This is an optimization exercise on Yosys and OpenROAD, whose aim is small area and a short achievable clock period, not a production implementation.
At most, simulation tests tie the RTL to the original design; equivalence was not proved.
Power and IR drop assume default switching activity.

==> violet: inputs <==
## ternary_matmul_top
module ternary_matmul_top (
    input  logic       clk,
    input  logic       reset,
    input  logic [7:0] weights_in,
    input  logic [7:0] activations_in,
    input  logic       compute,
    output logic [7:0] result_out
);
==> module mac_array, before the edit <==
module mac_array (
    input  logic                   clk,
    input  logic                   clr_head,
    input  logic [9:0]             row_pos,
    input  logic [9:0]             row_neg,
    input  logic [7:0]             act,
    output ternary_pkg::acc_t [ternary_pkg::acc_count-1:0] acc_q
);
    for (genvar r = 0; r < ternary_pkg::array_rows; r++) begin : g_row
        logic [15:0] h, sum;
        logic [7:0]  t;
        logic [8:0]  c;
        logic [8:0]  ones, zeros;
        logic        inc, dec;
        assign h = clr_head ? 16'h0000 : acc_q[2*r];
        assign t    = ({8{row_pos[r]}} & act) | ({8{row_neg[r]}} & ~act);
        assign c[0] = row_neg[r];
        for (genvar i = 0; i < 8; i++) begin : g_lo
            assign sum[i]  = h[i] ^ t[i] ^ c[i];
            assign c[i+1]  = (h[i] & t[i]) | (c[i] & (h[i] ^ t[i]));
        end
        assign inc = c[8] & !t[7];
        assign dec = !c[8] & t[7];
        assign ones[0]  = 1'b1;
        assign zeros[0] = 1'b1;
        for (genvar i = 0; i < 8; i++) begin : g_hi
            assign ones[i+1]  = ones[i] & h[8+i];
            assign zeros[i+1] = zeros[i] & !h[8+i];
            assign sum[8+i]   = h[8+i] ^ ((inc & ones[i]) | (dec & zeros[i]));
        end
        always_ff @(posedge clk) begin
            acc_q[2*r]   <= acc_q[2*r+1];
            acc_q[2*r+1] <= sum;
        end
    end
endmodule
Settings: LEC_CHECK=0, CAP_MARGIN=20, CORE_MARGIN=2, CORE_UTILIZATION=60, CTS_BUF_LIST=sky130_fd_sc_hd__clkbuf_8, CTS_CLUSTER_DIAMETER=100, CTS_CLUSTER_SIZE=20, SLEW_MARGIN=20; clock period 14.0 ns.
standard.sh (not shown) runs the stock make flow with config.mk's settings and CLKGATE_MAP_FILE= SYNTH_SCRIPT=/design/flow/synth_recipe.tcl, a recipe that flattens the netlist after the stock synthesis.
==> flow/flow/run.sh <==
#!/bin/bash
# Own layout flow: the standard steps (standard.sh), except that
#  - synthesis leaves out Yosys's full-adder extraction (ADDER_MAP_FILE
#    empty) and maps with flow/abc_area.script, a delay-targeted ABC
#    mapping with area recovery, in place of ORFS's ABC script
#    (flow/synth.tcl swaps the script; the registers are unchanged);
#  - ports are buffered with buf_4 cells and timing repair aims for a
#    larger setup margin.
# Each step's full output goes to its own log file here.
set -euo pipefail
export MY_ABC_SCRIPT=$PWD/flow/abc_area.script
bash standard.sh ADDER_MAP_FILE= SYNTH_SCRIPT=$PWD/flow/synth.tcl synth > synth.log 2>&1
bash standard.sh SETUP_SLACK_MARGIN=10 "BUFFER_PORTS_ARGS=-buffer_cell sky130_fd_sc_hd__buf_4" finish > layout.log 2>&1
==> flow/flow/abc_area.script <==
strash
dc2
dch
map -D 2250
topo
stime
==> flow/flow/synth.tcl <==
# The standard flow's synthesis script with ABC's mapping script replaced by the one
# named in MY_ABC_SCRIPT; everything else, registers included, is as in
# the standard synthesis.
proc synth {args} { yosys synth -nofsm -noshare {*}$args }
proc my_abc_args {name1 name2 op} {
  set i [lsearch -exact $::abc_args -script]
  if {$i >= 0 && [lindex $::abc_args [expr {$i + 1}]] ne $::env(MY_ABC_SCRIPT)} {
    set ::abc_args [lreplace $::abc_args [expr {$i + 1}] [expr {$i + 1}] $::env(MY_ABC_SCRIPT)]
  }
}
trace add variable ::abc_args write my_abc_args
source $::env(SCRIPTS_DIR)/synth.tcl
# left out here: clear keep_hierarchy, flatten, clean up, hide names made inside functions, write 1_2_yosys.v
==> nickel (differences from violet) <==
--- a/flow/design.v
+++ b/flow/design.v
@@ -371,13 +371,15 @@
     input  logic [7:0]             act,
     output ternary_pkg::acc_t [ternary_pkg::acc_count-1:0] acc_q
 );
+    ternary_pkg::acc_t [ternary_pkg::acc_count-1:0] acc_n;
+    assign acc_q = ~acc_n;
     for (genvar r = 0; r < ternary_pkg::array_rows; r++) begin : g_row
         logic [15:0] h, sum;
         logic [7:0]  t;
         logic [8:0]  c;
         logic [8:0]  ones, zeros;
         logic        inc, dec;
-        assign h = clr_head ? 16'h0000 : acc_q[2*r];
+        assign h = clr_head ? 16'h0000 : ~acc_n[2*r];
         assign t    = ({8{row_pos[r]}} & act) | ({8{row_neg[r]}} & ~act);
         assign c[0] = row_neg[r];
         for (genvar i = 0; i < 8; i++) begin : g_lo
@@ -394,8 +396,8 @@
             assign sum[8+i]   = h[8+i] ^ ((inc & ones[i]) | (dec & zeros[i]));
         end
         always_ff @(posedge clk) begin
-            acc_q[2*r]   <= acc_q[2*r+1];
-            acc_q[2*r+1] <= sum;
+            acc_n[2*r]   <= acc_n[2*r+1];
+            acc_n[2*r+1] <= ~sum;
         end
     end
 endmodule
==> flow/flow/abc_area.script (replaced) <==
strash
dc2
dch
map -D 2000
topo
stime
Settings changed: CTS_BUF_LIST sky130_fd_sc_hd__clkbuf_8 to unset, CTS_CLUSTER_SIZE 20 to 30.
==> comparison <==
Against nickel, the clock power of violet is lower by about 11%. In nickel the worst setup slack is higher than in violet, by 0.072 ns. In nickel the critical path depth is higher than in violet, by 5. Sequential power is about the same in nickel and violet. Of violet and nickel, violet has the higher sequential share of layout area (gap 0.50 points). Against nickel, the worst hold slack of violet is worse by 0.0038 ns. Against nickel, the core utilization of violet is lower by 0.47 points. Of violet and nickel, violet has the higher wire length (gap 1.7%, measured against nickel). Of violet and nickel, nickel has the higher area after synthesis (gap 0.31%, measured against nickel). nickel finished clean. violet passed the timing, design-rule and antenna checks. Of violet and nickel, nickel has the higher die area (gap 0.31%, measured against nickel). Sequential cell count is the same in violet and nickel.
==> figures <==
|  | violet | nickel |
|---|---|---|
| Total buffers and inverters traversed by the critical path | 1 | 2 |
| Crit path max fanout | 1 | 20 |
| Worst Setup EP | result_out[3] | u_readout_queue.result_out[4] |
| Worst min-delay path endpoint | u_mac_array.acc_q[4] | u_mac_array.acc_n[167] |
| Met3 usage in global routing | 2.504% | 2.064% |
| Delay of the slowest cell on the worst path | 0.35 ns | 0.37 ns |
| Multi-input combinational cell count | 1,586 | 1,623 |
| Clock group power | 0.644 mW | 0.721 mW |
| Proportion of power drawn by the clock network | 18.4% | 20.3% |
| Result of the run | complete, no violations | complete, no violations |
| Internal power | 2.458 mW | 2.540 mW |
| Number of instances resized during post-cts repair | 5 | 17 |
| Startpoint of the worst register-to-register path | u_input_stager.act[0] | clr_head |
| Detailed route wirelength on metal3 | 1346 µm | 953 µm |
| Avg Cell Area, Syn | 8.561 µm² | 8.558 µm² |
| Cell with the biggest individual delay on the critical path | sky130_fd_sc_hd__dfxtp_1 | sky130_fd_sc_hd__clkinvlp_4 |
| Clock Skew | 0.01648 ns | 0.01616 ns |
| Static Leakage | 8.883 nW | 8.976 nW |
| Number of clock-tree buffers in the layout | 31 | 28 |
| Kind of end point of the critical path | primary output | flop |
| Met1 layer usage reported by global route | 28.85% | 29.64% |
| Worst Setup SP | u_readout_queue.result_out[3] | reset |
| WP depth | 1 | 6 |
Function not checked in nickel: the RTL went through the layout flow alone.

========
==> inputs of 10-22 <==
ternary_matmul_top again, from the RTL that the note above started with.
Settings: LEC_CHECK=0, CAP_MARGIN=20, CORE_MARGIN=2, CORE_UTILIZATION=75, CTS_CLUSTER_DIAMETER=100, CTS_CLUSTER_SIZE=30, SLEW_MARGIN=20; clock period 14.0 ns.
==> flow/flow/abc_area.script <==
strash
dc2
dch
map -D 2250
topo
stime
Scripts as last shown in full above: flow/flow/run.sh, flow/flow/synth.tcl
==> 04-27 (differences from 10-22) <==
Settings changed: CORE_UTILIZATION 75 to 40.
==> 04-05 (differences from 10-22) <==
==> flow/flow/abc_area.script (replaced) <==
strash
dc2
dch
map -D 2000
topo
stime
Settings changed: CORE_UTILIZATION 75 to 40.
==> 06-12 (differences from 10-22) <==
Settings changed: CORE_UTILIZATION 75 to 60, PLACE_DENSITY set to 0.75.
==> notes <==
Against 10-22, the setup slack of 04-05 is higher by 24 ps.
Clock skew, highest first: 10-22, 04-27, 04-05, 06-12.
In 04-27 the core utilization is lower than in 10-22, by 38 points.
Of 04-27 and 06-12, 06-12 has the higher critical path depth (gap 5).
Power: 04-05 > 10-22 > 04-27 > 06-12.
Against 04-27, the count of clock-buffer cells in the layout of 04-05 is lower by 1.
Against 04-27, the combinational power of 10-22 is higher by about 3%.
Between 10-22 and 06-12, the lower register-to-register slack is in 06-12 (gap 30 ps).
In sequential power, 04-05 and 06-12 hardly differ.

========
==> run X: inputs <==
Starting RTL as in the previous note.
Design ternary_matmul_top, start of the top module:
module ternary_matmul_top (
    input  logic       clk,
    input  logic       reset,
    input  logic [7:0] weights_in,
    input  logic [7:0] activations_in,
    input  logic       compute,
    output logic [7:0] result_out
);
export LEC_CHECK = 0
export CAP_MARGIN = 20
export CORE_MARGIN = 2
export CORE_UTILIZATION = 60
export CTS_CLUSTER_DIAMETER = 150
export CTS_CLUSTER_SIZE = 30
export SLEW_MARGIN = 20
create_clock -name core_clock -period 14.0 [get_ports {clk}]
==> flow/flow/abc_area.script <==
strash
dc2
dch
map -D 2250
topo
stime
Scripts as last shown in full above: flow/flow/run.sh, flow/flow/synth.tcl
==> run R (differences from run X) <==
==> flow/flow/abc_area.script (replaced) <==
strash
dch
map -D 2000
topo
stime
- CORE_UTILIZATION: 60 -> 40
- CTS_CLUSTER_DIAMETER: 150 -> 100
- CTS_CLUSTER_SIZE: 30 -> 20
==> impl_table.tex <==
\begin{tabular}{lr}
\hline
Metric & Value \\
\hline
\multicolumn{2}{l}{\textbf{Synth}} \\
Commonest cells in the netlist & nand2\_1 (715), dfxtp\_1 (502), o21ai\_0 (233) \\
Multiplexer fraction of the synthesized cell area & 0\% \\
\multicolumn{2}{l}{\textbf{GRT}} \\
Via count of the first global-routing pass & 14.3k \\
First-pass GRT wire length & 69600 um \\
Largest net degree at the start of global routing & 160 \\
\multicolumn{2}{l}{\textbf{Min path}} \\
Endpoint with the worst hold slack & u\_mac\_array.acc\_q[132] \\
\multicolumn{2}{l}{\textbf{Worst setup path}} \\
Length in cells of the worst reg-to-reg path & 20 \\
\multicolumn{2}{l}{\textbf{Outcome}} \\
Run status & timing/DRC/antenna clean \\
\multicolumn{2}{l}{\textbf{Final layout}} \\
Design Area, Final & 22400 um\^{}2 \\
\multicolumn{2}{l}{\textbf{Clock network}} \\
Post-CTS resize count & 2 \\
\hline
\end{tabular}
(the above is from run R)
==> impl_table.tex <==
\begin{tabular}{lr}
\hline
Metric & Value \\
\hline
\multicolumn{2}{l}{\textbf{Synth}} \\
Commonest cells in the netlist & nand2\_1 (641), dfxtp\_1 (502), o21ai\_0 (230) \\
Multiplexer fraction of the synthesized cell area & 0.101\% \\
\multicolumn{2}{l}{\textbf{Clock network}} \\
Post-CTS resize count & 7 \\
\multicolumn{2}{l}{\textbf{GRT}} \\
Via count of the first global-routing pass & 13.9k \\
\multicolumn{2}{l}{\textbf{Outcome}} \\
Run status & timing/DRC/antenna clean \\
\multicolumn{2}{l}{\textbf{Final layout}} \\
Design Area, Final & 21500 um\^{}2 \\
\hline
\end{tabular}
(the above is from run X)

## re-timing with driven ports
The results above use ideal ports. As a check the final layouts listed here were re-extracted and re-timed, cells and wires unchanged.
Step 1 assumes that a clkbuf_16 drives the clock port and a buf_2 every other input.
Step 2 times the ports against the registers' clock, not the clock port: input delays grow and output delays shrink by t, the midpoint of the rising clock arrivals with the driver on.
Slacks: ideal / step 1 / step 2; pairs: ideal / step 1.
run | t (ns) | slack for setup (ns) | clock arrival spread, ns | worst register clock-pin slew, ns
violet | 0.682 | 10.097 / 10.045 / 9.600 | 0.019 / 0.018 | 0.13 / 0.13
nickel | 0.591 | 10.169 / 10.139 / 9.603 | 0.017 / 0.018 | 0.11 / 0.11
10-22 | 0.591 | 10.155 / 10.105 / 9.615 | 0.023 / 0.022 | 0.11 / 0.11
04-27 | 0.621 | 10.174 / 10.113 / 9.696 | 0.021 / 0.021 | 0.11 / 0.11
04-05 | 0.621 | 10.180 / 10.120 / 9.637 | 0.016 / 0.015 | 0.12 / 0.12
06-12 | 0.584 | 10.183 / 10.135 / 9.626 | 0.014 / 0.014 | 0.11 / 0.11
run X | 0.589 | 10.202 / 10.149 / 9.739 | 0.020 / 0.021 | 0.12 / 0.12
run R | 0.652 | 10.123 / 10.072 / 9.630 | 0.038 / 0.038 | 0.09 / 0.09
After both steps every run listed still meets setup and hold. The setup slack of nickel, which loses most, moves by -0.030 ns with the drivers and by -0.566 ns with both steps.
